This design comes from an exercise in tuning for small area and a short achievable clock period on the open sky130 flow, not from production work.
Only simulation tests tie the RTL to the original design; equivalence was not proved.
Power is estimated from default activity; no workload was simulated.

==> flow/design.v, too long to show whole: its modules and the start of the top module <==
// module sa_mac_pe: 946 lines
// module sa_sel: 3 lines
// module sa_fa: 4 lines
// module sa_fa1: 4 lines
// module sa_ha: 4 lines
// module systolic_gemm_engine: 124 lines
module systolic_gemm_engine #(
   parameter int ROWS = 4,
   parameter int COLS = 4,
   parameter int DW   = 8,
   parameter int AW   = 20
) (
   input  logic                 clk,
   input  logic                 rst,
   input  logic                 w_valid,
   output logic                 w_ready,
   input  logic [COLS*DW-1:0]   w_data,
   input  logic                 a_valid,
   output logic                 a_ready,
   input  logic                 a_last,
   input  logic [ROWS*DW-1:0]   a_data,
   output logic                 out_valid,
   output logic [COLS*AW-1:0]   out_data,
   output logic                 busy
);
  // ...
==> flow/run.sh <==
#!/bin/bash
# synth_recipe.tcl (not shown) runs the flow's synth.tcl, then flattens the netlist and writes it again
# the make line also repeats each setting of config.mk as NAME=value (left out here)
make -C /OpenROAD-flow-scripts/flow DESIGN_CONFIG=/design/flow/config.mk WORK_HOME=/design/flow/orfs CLKGATE_MAP_FILE= SYNTH_SCRIPT=/design/flow/synth_recipe.tcl finish
==> flow/config.mk <==
export PLATFORM = sky130hd
export DESIGN_NAME = systolic_gemm_engine
export DESIGN_NICKNAME = systolic_gemm_engine
export VERILOG_FILES = /design/flow/design.v
export SDC_FILE = /design/flow/constraint.sdc
export NUM_CORES = 4
export LEC_CHECK = 0
export CAP_MARGIN = 20
export CORE_MARGIN = 2
export CORE_UTILIZATION = 40
export CTS_CLUSTER_DIAMETER = 100
export CTS_CLUSTER_SIZE = 24
export SETUP_SLACK_MARGIN = 4.9
export SLEW_MARGIN = 20
export SYNTH_HIERARCHICAL = 1
export SYNTH_MINIMUM_KEEP_SIZE = 0
export TNS_END_PERCENT = 0
==> flow/constraint.sdc <==
create_clock -name core_clock -period 8.0 [get_ports {clk}]
set_input_delay 1.6000 -clock core_clock [delete_from_list [all_inputs] [get_ports {clk}]]
set_output_delay 1.6000 -clock core_clock [all_outputs]
set_load 0.01 [all_outputs]
==> impl.org, run 1 <==
** Status
- The run finished with no timing, DRC or antenna violations.

** Logic synthesis
- The most used flip-flop cell after synthesis is sky130_fd_sc_hd__dfxtp_1.
- For this run, asynchronously set or reset flops after synthesis account for 0%.
- Number of register bits inferred by synthesis :: 666

** Worst setup path
- Crit start category :: register
- Data required time at the worst endpoint :: 8.51 ns
- Of all nets on the critical path, the largest fanout is 19.
- The most critical setup path has its startpoint at r_sel[13].

** Global routing
- Number of global-route vias before repair :: 28630
- For this run, global-route usage on met2 was measured as 36.33%.
- Global routing met1 resource utilization :: 31.01%
- Entering global routing, the biggest net connects 37 pins.
- Wire length of the first global-routing pass :: 177600 um

** Timing
- Setup violations remaining at the end of the flow were counted as 0.
- Transition time at the pin with the least slew margin :: between 1 and 1.5 ns
- Setup repair after global routing could not meet its margin everywhere.
- For the final database, setup skew stands at 0.04170 ns.
- Worst slew margin relative to its limit :: 28.08%
- Post-Route Hold Slack :: 0.3265 ns

** Cells and area
- Sequential share of cell area :: between 30% and 40%
- Fill cells in the final layout number 8722.
- Antenna Diode Count :: 0
- In the final layout, the share of cells above drive strength 1 is between 7 and 8%.
- Flip-flop count of the largest register, all copies and words added :: 160
- Final #Nets :: slightly below 4000

** Pwr
- Net switching power :: 7.191 mW
- Sequential cells account for a little under 30% of the total power.

** CTS
- Buffer cell driving the clock tree root :: sky130_fd_sc_hd__clkbuf_16
- Worst-Skew Late Latency :: 0.63 ns
- TritonCTS built the clock tree.

** Routing
- Total via count after detailed routing :: approximately 29000

** Floorplanning
- The die covers around 98000 sq um.
==> run 2, diff against run 1 <==
==> flow/flow/run.sh (new file) <==
#!/bin/bash
set -o pipefail
export BUFFER_PORTS_ARGS="-buffer_cell sky130_fd_sc_hd__buf_2"
bash standard.sh > standard.log 2>&1
status=$?
ls -la out > out_listing.log 2>&1
exit $status
==> flow/standard.sh (new file) <==
#!/bin/bash
# synth_recipe.tcl (not shown) runs the flow's synth.tcl, then flattens the netlist and writes it again
# the make line also repeats each setting of config.mk as NAME=value (left out here)
make -C /OpenROAD-flow-scripts/flow DESIGN_CONFIG=/design/flow/config.mk WORK_HOME=/design/flow/orfs CLKGATE_MAP_FILE= SYNTH_SCRIPT=/design/flow/synth_recipe.tcl "${@:-finish}"
removed: flow/run.sh
==> impl.org, run 2 <==
** Status
- The run finished with no timing, DRC or antenna violations.

** Timing
- The worst slew margin relative to its limit was 23.85% (-4.2 points).
- For this run, the top clock speed supported by timing is roughly 0.32 GHz.
- Setup repair after global routing could not meet its margin everywhere.
- The worst slack on hold paths is 0.3248 ns (-0.001671 ns).
- The number of hold violations in the final report came to 0.
- The transition time at the pin with the least slew margin is 1.142 ns (+0.06346 ns).
- Minimum clock period :: 3.143 ns
- The final max-slew violation count came to 0.
- Setup-violating endpoint count in the final report :: 0 (unchanged)
- Adding up every negative setup slack in the final design gives 0 ns.
- Max Clock Skew :: 0.02918 ns (-0.01252 ns)
- Final clock period utilization by the worst path :: 39.28%

** Logic synthesis
- Largest area contributor in the netlist :: sky130_fd_sc_hd__dfxtp_1
- Area share of the largest cell type after synthesis :: between 20% and 30%
- Number of enable-type register cells in the synthesized netlist :: roughly 130
- Count of different cell masters after synthesis :: 60
- Fraction of the yosys area taken by sequential cells :: 38.06%
- The average instance in the mapped netlist occupies approximately 12 sq um.
- During synthesis, Yosys emitted a total of 11 warnings.
- The number of nets handed over by synthesis was 3792.
- The flip-flop and latch count after synthesis was 666 (unchanged).
- The mapped netlist covers 38400 sq um.
- The cell count after synthesis came out at 3082.
- Commonest cells in the synthesized netlist :: sky130_fd_sc_hd__dfxtp_1 (538), sky130_fd_sc_hd__fa_1 (468), sky130_fd_sc_hd__a22o_1 (352), sky130_fd_sc_hd__a21oi_1 (315), sky130_fd_sc_hd__a222oi_1 (224)
- The share of flip-flops with an asynchronous set or reset was 0% (unchanged).
- Most instantiated flip-flop cell in the synthesis netlist :: sky130_fd_sc_hd__dfxtp_1
- Most frequent cell after synthesis :: sky130_fd_sc_hd__dfxtp_1
- Area contributors post-synth :: sky130_fd_sc_hd__dfxtp_1 (28%), sky130_fd_sc_hd__fa_1 (24%), sky130_fd_sc_hd__edfxtp_1 (10%)

** Routing
- Number of iterations in the first detailed-routing pass :: 14
- The count of nets left with antenna violations once routing finished came out at 0.
- The number of vias in the routed layout is 29070 (+1.7%).
- Post-detailed-routing wire length :: 126900 um
- # DRC :: 0
- The first routing iteration left between 5000 and 6000 violations.
- Drt via density :: 6.308
- In the final routed layout, each cell accounts on average for approximately 28 um.

** Run
- Max-cap violations in this run came to 0.

** Global routing
- Initial antenna violation count :: 12
- Global routing used 24.02% of the available tracks.
- Met2 Use GR :: 36.17% (-0.16 points)
- In the global route stage, met3 resource usage came out at 6.716%.
- The via count of the first global-routing pass came to 28620 (-0.045%).
- After global routing the overflow that remains totals 0.
- Wire length of the first global-routing pass :: 180200 um (+1.4%)
- Busiest metal layer after global routing :: met2
- The met1 demand-to-capacity share in global routing came to 32.20% (+1.2 points).
- The pin count of the biggest net entering global routing came to 37 (unchanged).

** Min path
- Hold Path Depth :: 0
- In this run the worst hold path is classified as register to register.
- Start point of the worst hold path :: r_a[3][0]

** Worst setup path
- Class of the most critical setup path :: register to register
- The slowest stage of the critical path is the sky130_fd_sc_hd__fa_1 cell.
- The worst setup path is captured at a register.
- The number of buffers and inverters on the critical path is 1.
- Launch point of the worst path :: r_sel[24]
- The maximum net fanout on the critical path was 17 (-2).
- The worst setup path is launched from a register.
- Worst reg-to-reg path cell count :: 6
- In this run the number of cells on the critical path is 6.
- Cell-by-cell listing of the critical path :: buf_12 > a222oi_1 > fa_1 > fa_1 > fa_1 > fa_1
- Family of cells with the greatest summed delay on the critical path :: adder cells
- Data required time at the worst endpoint :: 8.50 ns (about the same)
- Worst Path Arrival :: 3.64 ns
- In this design, the stage delay of the slowest critical-path cell is around 0.54 ns.
- In this design, the critical path's most frequently occurring cell is sky130_fd_sc_hd__fa_1.
- The worst register-to-register path begins at r_sel[24].

** CTS
- TritonCTS built the clock tree.
- Number of levels the H-tree was split into :: 2
- Counting the buffers created by CTS gives 39.
- The clock latency on the worst-skew pair came to 0.63 ns (about the same).
- Number of clock sinks :: around 670
- Clock transition at the register clock pins on the worst setup and hold paths after CTS :: 0.11 ns
- Buffer cell driving the clock tree root :: sky130_fd_sc_hd__clkbuf_16
- CTS max path bufs :: 3

** Cells and area
- The count of fill cells added during filler insertion was 8770 (+0.55%).
- Biggest registers after layout :: r_a x160, r_w x128
- Flip-flop count of the largest register, all copies and words added :: 160 (unchanged)
- The layout cell share with drive strength beyond 1 was 14.05% (+6.3 points).
- Layout Area Growth over Synthesis :: 13.62%
- Utilization of the core after routing :: between 40% and 50%
- The library cells used most frequently in the layout, excluding fill and tap cells, are sky130_fd_sc_hd__dfxtp_1 (517), sky130_fd_sc_hd__fa_1 (457), sky130_fd_sc_hd__a22o_1 (352).
- Final #Nets :: 4024 (+1.6%)
- The library cell used most frequently in the layout, excluding fill and tap cells, is sky130_fd_sc_hd__dfxtp_1.
- Ranked by flip-flop count, first place goes to r_a.
- In the final layout, the multi-input gates occupy 22590 sq um.
- Storage element area :: between 10000 and 15000 sq um

** Floorplanning
- Vert. Die Dim :: 313.8 um
- Effective utilization at floorplan :: 40.41%
- The total area inside the core boundary comes to 95010 sq um.
- Horizontal extent of the die :: 313.8 um
- Total die area :: 98490 sq um (unchanged)
- After floorplanning, the core was divided into 113 placement rows.
- During I/O placement, the number of pins put on the boundary was 153.

** Pwr
- Clk network pwr share :: 13.2%
- The sequential group share of total power was 28.7% (-0.3 points).
- Combinational cells account for about 58% of the total power.
- The total net switching power was 7.322 mW (+1.8%).
- Worst IR Drop VDD :: 0.0003985 V
- In this run switching power makes up 42.55% of total power.
- Int Power :: 9.888 mW
- PwrDens :: 394.5 nW/um^2
- Static Leakage :: 18.00 nW

** Place
- The count of buffers added on input and output ports is 152.
- At the end of routability-driven placement, the weighted congestion stood at 0.8723.
- The wire-length estimate of the detail-placed layout is 76370 um.
[run 2: cell counts after synthesis]
No cell type changed its count.
[run 2: layer usage]
metal / share of wire, % / up-vias / routed length, um
met5: 0.047 / - / 60
met4: 4.9 / 10 / 6158
met3: 14 / 402 / 17380
met2: 44 / 2241 / 55230
met1: 38 / 14230 / 48060
li1: - / 12180 / -
[run 2: timing repair]
| item | 4_1_cts | 5_1_grt |
|---|---|---|
| buffers inserted | 35 | 115 |
| endpoints found under the setup margin | 90 | 68 |
| resized for setup | 38 | 53 |
| pin swaps | 20 | 57 |
| hold buffers | 0 | 0 |
| cloned | 0 | 3 |
[run 2: power groups by stage]
stage / logic, mW / clock network (mW) / registers (mW)
after floorplan: 7.30 / 0 / 4.92
after global routing: 11.3 / 2.45 / 5.01
after CTS: 9.94 / 2.34 / 4.99
after detailed placement: 9.84 / 0 / 5.08
final: 10.0 / 2.27 / 4.94
after global placement: 9.73 / 0 / 5.08
[run 2: stage by stage]
| step | worst slack, ns | total power [mW] | cell area (sq um) | cells |
|---|---|---|---|---|
| floorplan | 4.886 | 12.22 | 38410 | 3082 |
| global placement | 4.588 | 14.81 | 40440 | 4385 |
| detailed placement | 4.565 | 14.93 | 40440 | 4385 |
| CTS | 4.857 | 17.26 | 42170 | 4486 |
| global route | 4.813 | 18.73 | 43620 | 4605 |
| finish | 4.857 | 17.21 | 43630 | 4608 |
[run 2: cell type report]
type | instances | area share, %
diodes | 4 | 0.02294
clock buffers | 52 | 2.541
clock inverters | 14 | 0.3872
inverters | 168 | 1.445
multi-input cells | 2098 | 51.79
flip-flops and latches | 666 | 33.65
well taps | 1265 | 3.628
repair buffers | 341 | 6.533
[run 2: logic make-up after synthesis]
| group | count (synthesis) | synth area share, % |
|---|---|---|
| AOI/OAI and AO/OA | 1182 | 23.97 |
| xor gates and xnor gates | 75 | 1.711 |
| adders and majority gates | 641 | 30.04 |
| buffers and inverters | 318 | 3.190 |
| DFF | 666 | 38.06 |
| muxes | 8 | 0.2248 |
| and+or+nand+nor | 192 | 2.806 |
[run 2: final timing paths]
check	slack, ns	end
worst max-delay path	4.86	g_col[1].u_pe.q466
worst min-delay path	0.32	r_a[4][0]
worst max register to register	4.86	g_col[1].u_pe.q466
worst min register to register	0.32	r_a[4][0]
[run 2: modules after synthesis (local to each module, per instance)]
module | cells inside | times used
systolic_gemm_engine | 818 | 1
sa_ha | 1 | 20
sa_fa1 | 5 | 32
sa_fa | 1 | 456
sa_mac_pe | 319 | 4
sa_sel | 1 | 352
==> run 3, diff against run 2 <==
==> flow/flow/run.sh (replaced) <==
#!/bin/bash
set -o pipefail
export BUFFER_PORTS_ARGS="-buffer_cell sky130_fd_sc_hd__buf_1"
export CTS_ARGS="-sink_clustering_enable -repair_clock_nets -sink_clustering_size 24 -sink_clustering_max_diameter 100 -dont_use_dummy_load"
bash standard.sh > standard.log 2>&1
status=$?
ls -la out > out_listing.log 2>&1
exit $status
==> impl.org, run 3 <==
** Logic synthesis
- Ranked by instance count, the synthesized netlist is headed by sky130_fd_sc_hd__dfxtp_1 (538), sky130_fd_sc_hd__fa_1 (468), sky130_fd_sc_hd__a22o_1 (352), sky130_fd_sc_hd__a21oi_1 (315), sky130_fd_sc_hd__a222oi_1 (224).
- The share of flip-flops with an asynchronous set or reset is 0% (unchanged).
- The most used flip-flop cell after synthesis is sky130_fd_sc_hd__dfxtp_1.
- Count of different cell masters after synthesis :: 60 (unchanged)
- Most frequent cell after synthesis :: sky130_fd_sc_hd__dfxtp_1
- Number of enable-type register cells in the synthesized netlist :: 128 (unchanged)
- Cells after Synth :: 3082 (unchanged)
- Number of register bits inferred by synthesis :: 666 (unchanged)
- The warning count from the yosys run was 11 (unchanged).
- Fraction of the yosys area taken by sequential cells :: 38.06% (unchanged)
- The top-area cell type share of the netlist area came to 28.05% (unchanged).
- Area contributors post-synth :: sky130_fd_sc_hd__dfxtp_1 (28%), sky130_fd_sc_hd__fa_1 (24%), sky130_fd_sc_hd__edfxtp_1 (10%)
- Number of nets produced by synthesis :: 3792 (unchanged)
- Of all cell types, the one taking the most synthesized area is sky130_fd_sc_hd__dfxtp_1.
- The area of the mapped netlist is 38400 sq um (unchanged).
- The post-synthesis area per instance came to 12.46 sq um (unchanged).

** Pwr
- The internal power of the cells is 9.723 mW (-1.7%).
- Combinational cell fraction of total power :: 59.2% (+1.1 points)
- Worst IR Drop VDD :: 0.0002972 V (-25%)
- Static Leakage :: 17.58 nW (-2.3%)
- Sequential cell fraction of total power :: 29.3% (+0.6 points)
- The switching share of power is 42.58% (about the same).
- The cell area power density was 389.5 nW/um^2 (-1.3%).
- The total net switching power came to 7.209 mW (-1.5%).
- The clock share of power was 11.6% (-1.6 points).

** Worst setup path
- The path depth of the worst reg2reg path was 8 (+2).
- STA classifies the critical path startpoint as a register.
- Data required time at the worst endpoint :: 8.50 ns (about the same)
- Source of the worst register-to-register timing path :: r_sel[0]
- By startpoint and endpoint, the worst setup path is classified as register to register.
- Launch point of the worst path :: r_sel[0]
- The buffer and inverter count on the worst path was 3 (+2).
- Critical-path maximum fanout :: 18 (+1)
- STA classifies the critical path endpoint as a register.
- Library cell contributing the largest single delay on the critical path :: sky130_fd_sc_hd__fa_1
- The reg2reg setup slack came to 4.81 ns (-0.04 ns).
- The kind of cell with the highest combined delay along the critical path is adder cells.
- The critical path data arrival time is 3.69 ns (+0.05 ns).
- Walking the worst path, the cells encountered are buf_12 > a222oi_1 > fa_1 > inv_1 > ha_1 > inv_1 > fa_1 > fa_1.
- The endpoint identified for the worst register-to-register timing path is g_col[0].u_pe.q454.
- Highest cell delay on the worst timing path :: 0.65 ns (+0.11 ns)
- The cell that appears most often on the critical path is sky130_fd_sc_hd__fa_1.

** Timing
- The setup slack after layout was 4.814 ns (-0.04332 ns).
- Max Clock Skew :: 0.04268 ns (+0.01350 ns)
- The transition time at the pin with the least slew margin came to 0.7206 ns (-0.4217 ns).
- The achievable frequency is 0.3139 GHz (-1.4%).
- Setup-violating endpoint count in the final report :: 0 (unchanged)
- Setup repair after global routing could not meet its margin everywhere.
- Max-slew violation total from the final report :: 0 (unchanged)
- Final Hold Violating Endpoints :: 0 (unchanged)
- The worst slew margin relative to its limit is 51.96% (+28 points).
- Minimum clock period :: 3.186 ns (+0.04332 ns)
- The setup TNS was 0 ns (unchanged).
- Final clock period utilization by the worst path :: 39.83% (+0.54 points)

** Cells and area
- Most frequent cells in the layout :: sky130_fd_sc_hd__dfxtp_1 (519), sky130_fd_sc_hd__fa_1 (445), sky130_fd_sc_hd__a22o_1 (352)
- Leading cell type in the layout, fill and taps excluded :: sky130_fd_sc_hd__dfxtp_1
- Proportion of layout cells with a drive suffix above 1 :: 10.53% (-3.5 points)
- The final cell count without fillers was 4608 (unchanged).
- Layout Area Growth over Synthesis :: 13.22%
- Fillers :: 8669 (-1.2%)
- Final #Nets :: 4054 (+0.75%)
- The area of the multi-input gates came to 22680 sq um (+0.40%).
- The sequential cell area was 14680 sq um (about the same).
- r_a holds more flip-flops than any other register.
- Flip-flop count of the largest register, all copies and words added :: 160 (unchanged)
- The largest registers in the layout are r_a x160, r_w x128.

** Status
- Result of the run :: finished clean

** Routing
- Post-detailed-routing wire length :: 128100 um (+0.94%)
- Number of DRC markers after the initial detailed-route iteration :: 5041 (-3.7%)
- Total via count after detailed routing :: 29050 (-0.065%)
- The antenna violation net count after detailed routing was 0 (unchanged).
- The detailed-route DRC error count came to 0 (unchanged).
- The wire length per cell was 27.79 um (+0.94%).
- The via count normalized by instance count came to 6.304 (about the same).
- Number of iterations in the first detailed-routing pass :: 14 (unchanged)

** CTS
- Number of levels the H-tree was split into :: 2 (unchanged)
- Worst-Skew Late Latency :: 0.61 ns (-0.02 ns)
- The clock buffer count from CTS is 39 (unchanged).
- The TritonCTS sink count is 666 (unchanged).
- TritonCTS built the clock tree.
- The clock edge transition at the registers on the reported setup and hold paths is 0.09 ns (-0.02 ns).
- CTS max path bufs :: 3 (unchanged)
- Buffer cell driving the clock tree root :: sky130_fd_sc_hd__clkbuf_16

** Global routing
- Leftover overflow at the end of global routing :: 0 (unchanged)
- Initial antenna violation count :: 9 (-3)
- Overall track demand over capacity in global routing :: 24.62% (+0.60 points)
- Pin count of the biggest net entering global routing :: 37 (unchanged)
- The via count of the first global-routing pass came to 28730 (+0.40%).
- The first-pass GRT wire length is 183400 um (+1.8%).

** Floorplanning
- The number of placement rows is 113 (unchanged).
- The count of boundary I/O pins was 153 (unchanged).
- The core area came to 95010 sq um (unchanged).
- The die area was 98490 sq um (unchanged).
- Vert. Die Dim :: 313.8 um (unchanged)
- The starting utilization of the core area was 40.41% (unchanged).
- The die extent in x was 313.8 um (unchanged).

** Min path
- Hold-critical path endpoint :: r_a[4][1]
- The tightest min-delay check is of the register to register type.
- Hold Path Depth :: 0 (unchanged)
- The worst hold path begins at r_a[3][1].

** Run
- The max-capacitance violation count is 0 (unchanged).

** Place
- Cell count after placement :: 4388 (+0.068%)
- The final RePlAce weighted congestion is 0.8621 (-1.2%).
- The post-DP HPWL is 76980 um (+0.79%).
- Worst Setup Slack post-DPL :: 4.391 ns (-0.1736 ns)
- Port Buffers :: 152 (unchanged)
==> run 3: cell counts after synthesis <==
No cell type changed its count.
==> run 3: how the worst max path moves through the flow <==
| stage | depth (start not counted) | slack, ns | endpoint |
|---|---|---|---|
| floorplan | 6 | 4.89 | g_col[0].u_pe.q459 |
| CTS | 5 | 4.87 | g_col[2].u_pe.q466 |
| finish | 8 | 4.81 | g_col[0].u_pe.q454 |
| global route | 6 | 4.77 | g_col[1].u_pe.q481 |
| detailed placement | 6 | 4.39 | g_col[0].u_pe.q459 |
| global placement | 6 | 4.45 | g_col[1].u_pe.q473 |
==> run 3: layout make-up <==
cell class	instances	share of cell area, %
inverters	168	1.451
multi-input cells	2098	52.18
clock buffers	39	2.245
well taps	1265	3.641
repair buffers	371	6.700
flip-flops and latches	666	33.78
diodes	1	0.005756
==> run 3: routing by layer <==
metal | vias to the layer above | track usage, % | part of all wire [%]
met5 | - | 0 | 0.075
met4 | 14 | 11.69 | 5.2
met3 | 419 | 6.558 | 14
met2 | 2232 | 36.86 | 43
met1 | 14160 | 33.19 | 38
li1 | 12220 | - | -
==> run 3: Yosys stat by module (local to each module, per instance) <==
module	cell area, sq um	flip-flops and latches	cells
systolic_gemm_engine	12860	422	818
sa_fa1	27.53	0	5
sa_fa	20.02	0	1
sa_sel	8.758	0	1
sa_ha	12.51	0	1
sa_mac_pe	3048	61	319
==> run 3: kinds of logic (layout without fill, tap and decap cells) <==
kind of cell	after synthesis	count (layout)	synth area share, %
AOI/OAI and AO/OA	1182	1182	23.97
DFF	666	666	38.06
adders and majority gates	641	641	30.04
buffers and inverters	318	578	3.190
and+or+nand+nor	192	192	2.806
xor gates and xnor gates	75	75	1.711
muxes	8	8	0.2248
other	0	1	0
==> run 3: worst reg2reg max path, delay by kind of cell (launching register included) <==
family | cells | cell delay, ns
AOI/OAI and AO/OA | 1 | 0.59
DFF | 1 | 0.42
buffers and inverters | 3 | 0.31
adders and majority gates | 4 | 1.75
==> run 3: timing repair <==
action,4_1_cts,5_1_grt
setup endpoints to repair,114,67
hold buffers,0,0
gates cloned,0,4
buffers inserted,88,88
gates resized for setup,63,79
pin swaps,34,78
==> run 3: power by group through the flow <==
stage / clock [mW] / sequential, mW / combinational, mW
after floorplan: 0 / 4.92 / 7.30
after global placement: 0 / 5.08 / 9.65
after detailed placement: 0 / 5.09 / 9.84
after CTS: 2.03 / 4.98 / 9.98
after global routing: 2.14 / 5.03 / 11.2
final: 1.96 / 4.96 / 10.0
==> run 3: through the flow <==
stage               power (mW)  util, %  hold slack (ns)  area [sq um]
global route             18.39    45.75           0.3346         43470
CTS                      16.99    44.50           0.3289         42280
floorplan                12.22        -           0.3096         38410
global placement         14.74    42.38           0.3100         40270
finish                   16.93    45.75           0.3278         43470
detailed placement       14.93    42.38           0.3121         40270
==> run 4, diff against run 3 <==
--- a/flow/config.mk
+++ b/flow/config.mk
@@ -10,7 +10,7 @@
 export CORE_UTILIZATION = 40
 export CTS_CLUSTER_DIAMETER = 100
 export CTS_CLUSTER_SIZE = 24
-export SETUP_SLACK_MARGIN = 4.9
+export SETUP_SLACK_MARGIN = 4.8
 export SLEW_MARGIN = 20
 export SYNTH_HIERARCHICAL = 1
 export SYNTH_MINIMUM_KEEP_SIZE = 0
==> impl.org, run 4 <==
** CTS
- CTS max path bufs :: 3 (unchanged)
- The TritonCTS sink count came to 666 (unchanged).
- Number of levels the H-tree was split into :: 2 (unchanged)
- CTS tree :: done
- The clock buffer count from CTS was 38 (-2.6%).
- Clock transition at the register clock pins on the worst setup and hold paths after CTS :: 0.09 ns (about the same)
- Buffer cell driving the clock tree root :: sky130_fd_sc_hd__clkbuf_16
- The clock latency on the worst-skew pair is 0.63 ns (+0.02 ns).

** Pwr
- The internal power of the cells is 9.615 mW (-1.1%).
- The portion of total power attributed to combinational logic is 58.5% (-0.7 points).
- The sequential group share of total power was 29.8% (+0.5 points).
- Worst IR Drop VDD :: 0.0003570 V (+20%)
- Static Leakage :: 16.89 nW (-4.0%)
- Switching portion of total power :: 42.53% (-0.046 points)
- The cell area power density came to 397.7 nW/um^2 (+2.1%).
- The total net switching power came to 7.115 mW (-1.3%).
- The clock share of power is 11.7% (about the same).

** Worst setup path
- The critical path data arrival time is 3.75 ns (+0.06 ns).
- Category of the worst setup path capture point :: register
- Family of cells with the greatest summed delay on the critical path :: adder cells
- Crit start category :: register
- Cell with the most instances on the worst path :: sky130_fd_sc_hd__fa_1
- The worst path required time is 8.48 ns (-0.02 ns).
- The maximum net fanout on the critical path is 8 (-10).
- Library cell contributing the largest single delay on the critical path :: sky130_fd_sc_hd__a222oi_1
- Cell-by-cell listing of the critical path :: a222oi_1 > fa_1 > fa_1 > fa_2 > fa_1
- By startpoint and endpoint, the worst setup path is classified as register to register.
- Buffers plus inverters on the worst setup path :: 0 (-3)
- The largest stage delay on the critical path was 0.61 ns (-0.04 ns).

** Cells and area
- The number of nets at the end of the flow came to 3935 (-2.9%).
- Flip-flop count of the largest register, all copies and words added :: 160 (unchanged)
- Compared with the post-synthesis result, the final layout area differs by 9.557%.
- The largest registers in the layout are r_a x160, r_w x128.
- Proportion of layout cells with a drive suffix above 1 :: 6.081% (-4.5 points)
- Leaving out fill and tap cells, the most frequent cell in the layout is sky130_fd_sc_hd__dfxtp_1.
- Counting flops per register, the top entry is r_a.
- In the layout the commonest cells are sky130_fd_sc_hd__dfxtp_1 (524), sky130_fd_sc_hd__fa_1 (462), sky130_fd_sc_hd__a22o_1 (352).

** Min path
- Type of the tightest min-delay check :: register to register

** Logic synthesis
- FFs w/ async S/R, synth :: 0% (unchanged)
- The count of mapped cells out of synthesis is 3082 (unchanged).
- Number of register bits inferred by synthesis :: 666 (unchanged)
- Largest area contributor in the netlist :: sky130_fd_sc_hd__dfxtp_1
- Number of enable-type register cells in the synthesized netlist :: 128 (unchanged)
- Area share of the largest cell type after synthesis :: 28.05% (unchanged)
- Post-Synthesis Cell Area :: 38400 sq um (unchanged)
- Among all flip-flop cells after synthesis, the most frequent one is sky130_fd_sc_hd__dfxtp_1.
- Number of nets produced by synthesis :: 3792 (unchanged)
- Count of different cell masters after synthesis :: 60 (unchanged)
- Among all cell types in the netlist, the one instantiated most often is sky130_fd_sc_hd__dfxtp_1.
- Total of warnings raised by yosys :: 11 (unchanged)
- Post-synthesis area per instance :: 12.46 sq um (unchanged)
- Counting instances in the post-synthesis netlist gives the leading cell types as sky130_fd_sc_hd__dfxtp_1 (538), sky130_fd_sc_hd__fa_1 (468), sky130_fd_sc_hd__a22o_1 (352), sky130_fd_sc_hd__a21oi_1 (315), sky130_fd_sc_hd__a222oi_1 (224).
- Fraction of the yosys area taken by sequential cells :: 38.06% (unchanged)
- Area contributors post-synth :: sky130_fd_sc_hd__dfxtp_1 (28%), sky130_fd_sc_hd__fa_1 (24%), sky130_fd_sc_hd__edfxtp_1 (10%)

** Timing
- Setup repair after global routing could not meet its margin everywhere.
- Max Clock Skew :: 0.05927 ns (+0.01659 ns)
- Worst slew margin relative to its limit :: 29.22% (-23 points)
- The achievable frequency came to 0.3055 GHz (-2.7%).
- Setup-violating endpoint count in the final report :: 0 (unchanged)
- The setup TNS was 0 ns (unchanged).
- The number of hold violations in the final report was 0 (unchanged).
- The transition time at the pin with the least slew margin was 1.062 ns (+0.3411 ns).
- Setup ws final :: 4.727 ns (-0.08742 ns)
- Minimum clock period :: 3.273 ns (+0.08742 ns)
- The final max-slew violation count is 0 (unchanged).
- The final critical-path share of the clock period is 40.92% (+1.1 points).

** Routing
- Total via count after detailed routing :: 28390 (-2.3%)
- Drt via density :: 6.325 (+0.34%)
- Antenna Violating Nets Remaining :: 0 (unchanged)
- The detailed-route DRC error count was 0 (unchanged).
- Average wire per standard cell :: 26.96 um (-3.0%)
- Number of DRC markers after the initial detailed-route iteration :: 4846 (-3.9%)
- The detailed-router iteration count before antenna repair is 14 (unchanged).
- Post-detailed-routing wire length :: 121000 um (-5.5%)

** Status
- Result of the run :: finished clean

** Place
- The setup slack at placement is 4.197 ns (-0.1941 ns).
- Final estimated routing congestion in global placement :: 0.8625 (about the same)
- The count of buffers from port buffering came to 152 (unchanged).
- DPL Wire Length :: 76690 um (-0.37%)

** Global routing
- Wire length of the first global-routing pass :: 179500 um (-2.1%)
- Initial antenna violation count :: 6 (-3)
- Overall track demand over capacity in global routing :: 23.87% (-0.75 points)
- The pin count of the biggest net entering global routing was 37 (unchanged).
- The via count of the first global-routing pass was 28650 (-0.26%).
- Leftover overflow at the end of global routing :: 0 (unchanged)

** Floorplanning
- The die extent in x was 313.8 um (unchanged).
- The height of the die came to 313.8 um (unchanged).
- Effective utilization at floorplan :: 40.41% (unchanged)
- Total I/O pin count :: 153 (unchanged)
- Row cnt :: 113 (unchanged)
- Placeable core area :: 95010 sq um (unchanged)
- The die area was 98490 sq um (unchanged).

** Run
- Number of max-cap violations :: 0 (unchanged)
run 4: cell counts after synthesis:
Identical to the previous run, type by type.
run 4: final cells by class:
| type | count | area (sq um) |
|---|---|---|
| tap | 1265 | 1583 |
| antenna | 1 | 2.502 |
| inverter | 168 | 630.6 |
| sequential | 666 | 14660 |
| multi-input combinational | 2098 | 22580 |
| fill | 8883 | 52940 |
| clock buffer | 38 | 950.9 |
| timing repair buffer | 253 | 1658 |
run 4: path summary, 6_finish.rpt:
| kind | from | endpoint | slack [ns] | cells after the start |
|---|---|---|---|---|
| worst max-delay path | r_w[1][6] | g_col[1].u_pe.q466 | 4.73 | 5 |
| worst min-delay path | r_a[1][12] | r_a[2][12] | 0.30 | 0 |
| worst max register to register | r_w[1][6] | g_col[1].u_pe.q466 | 4.73 | 5 |
| worst min register to register | r_a[1][12] | r_a[2][12] | 0.30 | 0 |
run 4: worst reg2reg max path, stage by stage, from the launching register on:
cell and delay, ns:
sky130_fd_sc_hd__edfxtp_1 0.57, sky130_fd_sc_hd__a222oi_1 0.61, sky130_fd_sc_hd__fa_1 0.56, sky130_fd_sc_hd__fa_1 0.45, sky130_fd_sc_hd__fa_2 0.56, sky130_fd_sc_hd__fa_1 0.41
run 4: per-module statistics from Yosys, one instance, submodules excluded:
module	cell area, sq um	copies in the design	cells
sa_fa	20.02	456	1
sa_fa1	27.53	32	5
sa_ha	12.51	20	1
sa_mac_pe	3048	4	319
sa_sel	8.758	352	1
systolic_gemm_engine	12860	1	818
run 4: cells by family (layout without fill, tap and decap cells):
kind of cell	Yosys count	after routing	synth area share, %
compound gates	1182	1182	23.97
flops	666	666	38.06
fa+ha+maj	641	641	30.04
buf+inv	318	459	3.190
simple gates	192	192	2.806
xor+xnor	75	75	1.711
mux	8	8	0.2248
other cells	0	1	0
run 4: timing repair:
| action | in CTS | in global routing |
|---|---|---|
| hold buffers | 0 | 0 |
| endpoints found under the setup margin | 109 | 41 |
| gates cloned | 1 | 1 |
| gates resized for setup | 33 | 31 |
| pin swaps | 16 | 28 |
| buffers inserted | 16 | 41 |
run 4: per-stage QoR:
stage	cell area [sq um]	instances	utilization [%]	total power [mW]	hold WS [ns]
6_report	42070	4489	44.28	16.73	0.2987
5_1_grt	42060	4488	44.27	18.24	0.3041
4_1_cts	41510	4446	43.69	16.86	0.3067
3_5_place_dp	40290	4391	42.40	14.85	0.3121
3_3_place_gp	40290	4391	42.40	14.70	0.3100
2_1_floorplan	38400	3082	-	12.22	0.3096
run 4: power by group through the flow:
stage	combinational [mW]	clock [mW]	sequential [mW]
6_report	9.79	1.95	4.99
2_1_floorplan	7.30	0	4.92
3_5_place_dp	9.77	0	5.08
3_3_place_gp	9.62	0	5.08
5_1_grt	11.0	2.13	5.07
4_1_cts	9.83	2.03	5.00
run 4: per-layer routing:
metal | vias to the layer above | global-route usage (%) | share of wire [%]
li1 | 11990 | - | -
met1 | 13910 | 31.73 | 38
met2 | 2096 | 36.27 | 44
met3 | 391 | 6.696 | 13
met4 | 10 | 10.70 | 5.0
met5 | - | 0.2418 | 0.054

static timing again, ports no longer ideal:
In the flow no input, the clock included, has a driving cell. The finished layouts below were timed again as built, in two steps.
Step 1 assumes that a clkbuf_16 drives the clock port and a buf_2 every other input.
Step 2 times the ports against the registers' clock, not the clock port: input delays grow and output delays shrink by t, the midpoint of the rising clock arrivals with the driver on.
a / b / c = no drivers / after step 1 / after step 2; a / b = the first two.
run | t, ns | slack for setup (ns) | worst setup path at the end | worst slew at a driven data input, ns
run 1 | 0.672 | 4.759 / 4.759 / 4.422 | input to register | 0.13
run 2 | 0.692 | 4.857 / 4.857 / 4.849 | input to register | 0.16
run 3 | 0.657 | 4.814 / 4.814 / 4.814 | register to register | 0.12
run 4 | 0.673 | 4.727 / 4.727 / 4.727 | register to register | 0.14
After both steps every run listed still meets setup and hold. For run 1, which loses most, drivers alone change the setup slack by 0.000 ns; drivers and shift together by -0.337 ns.
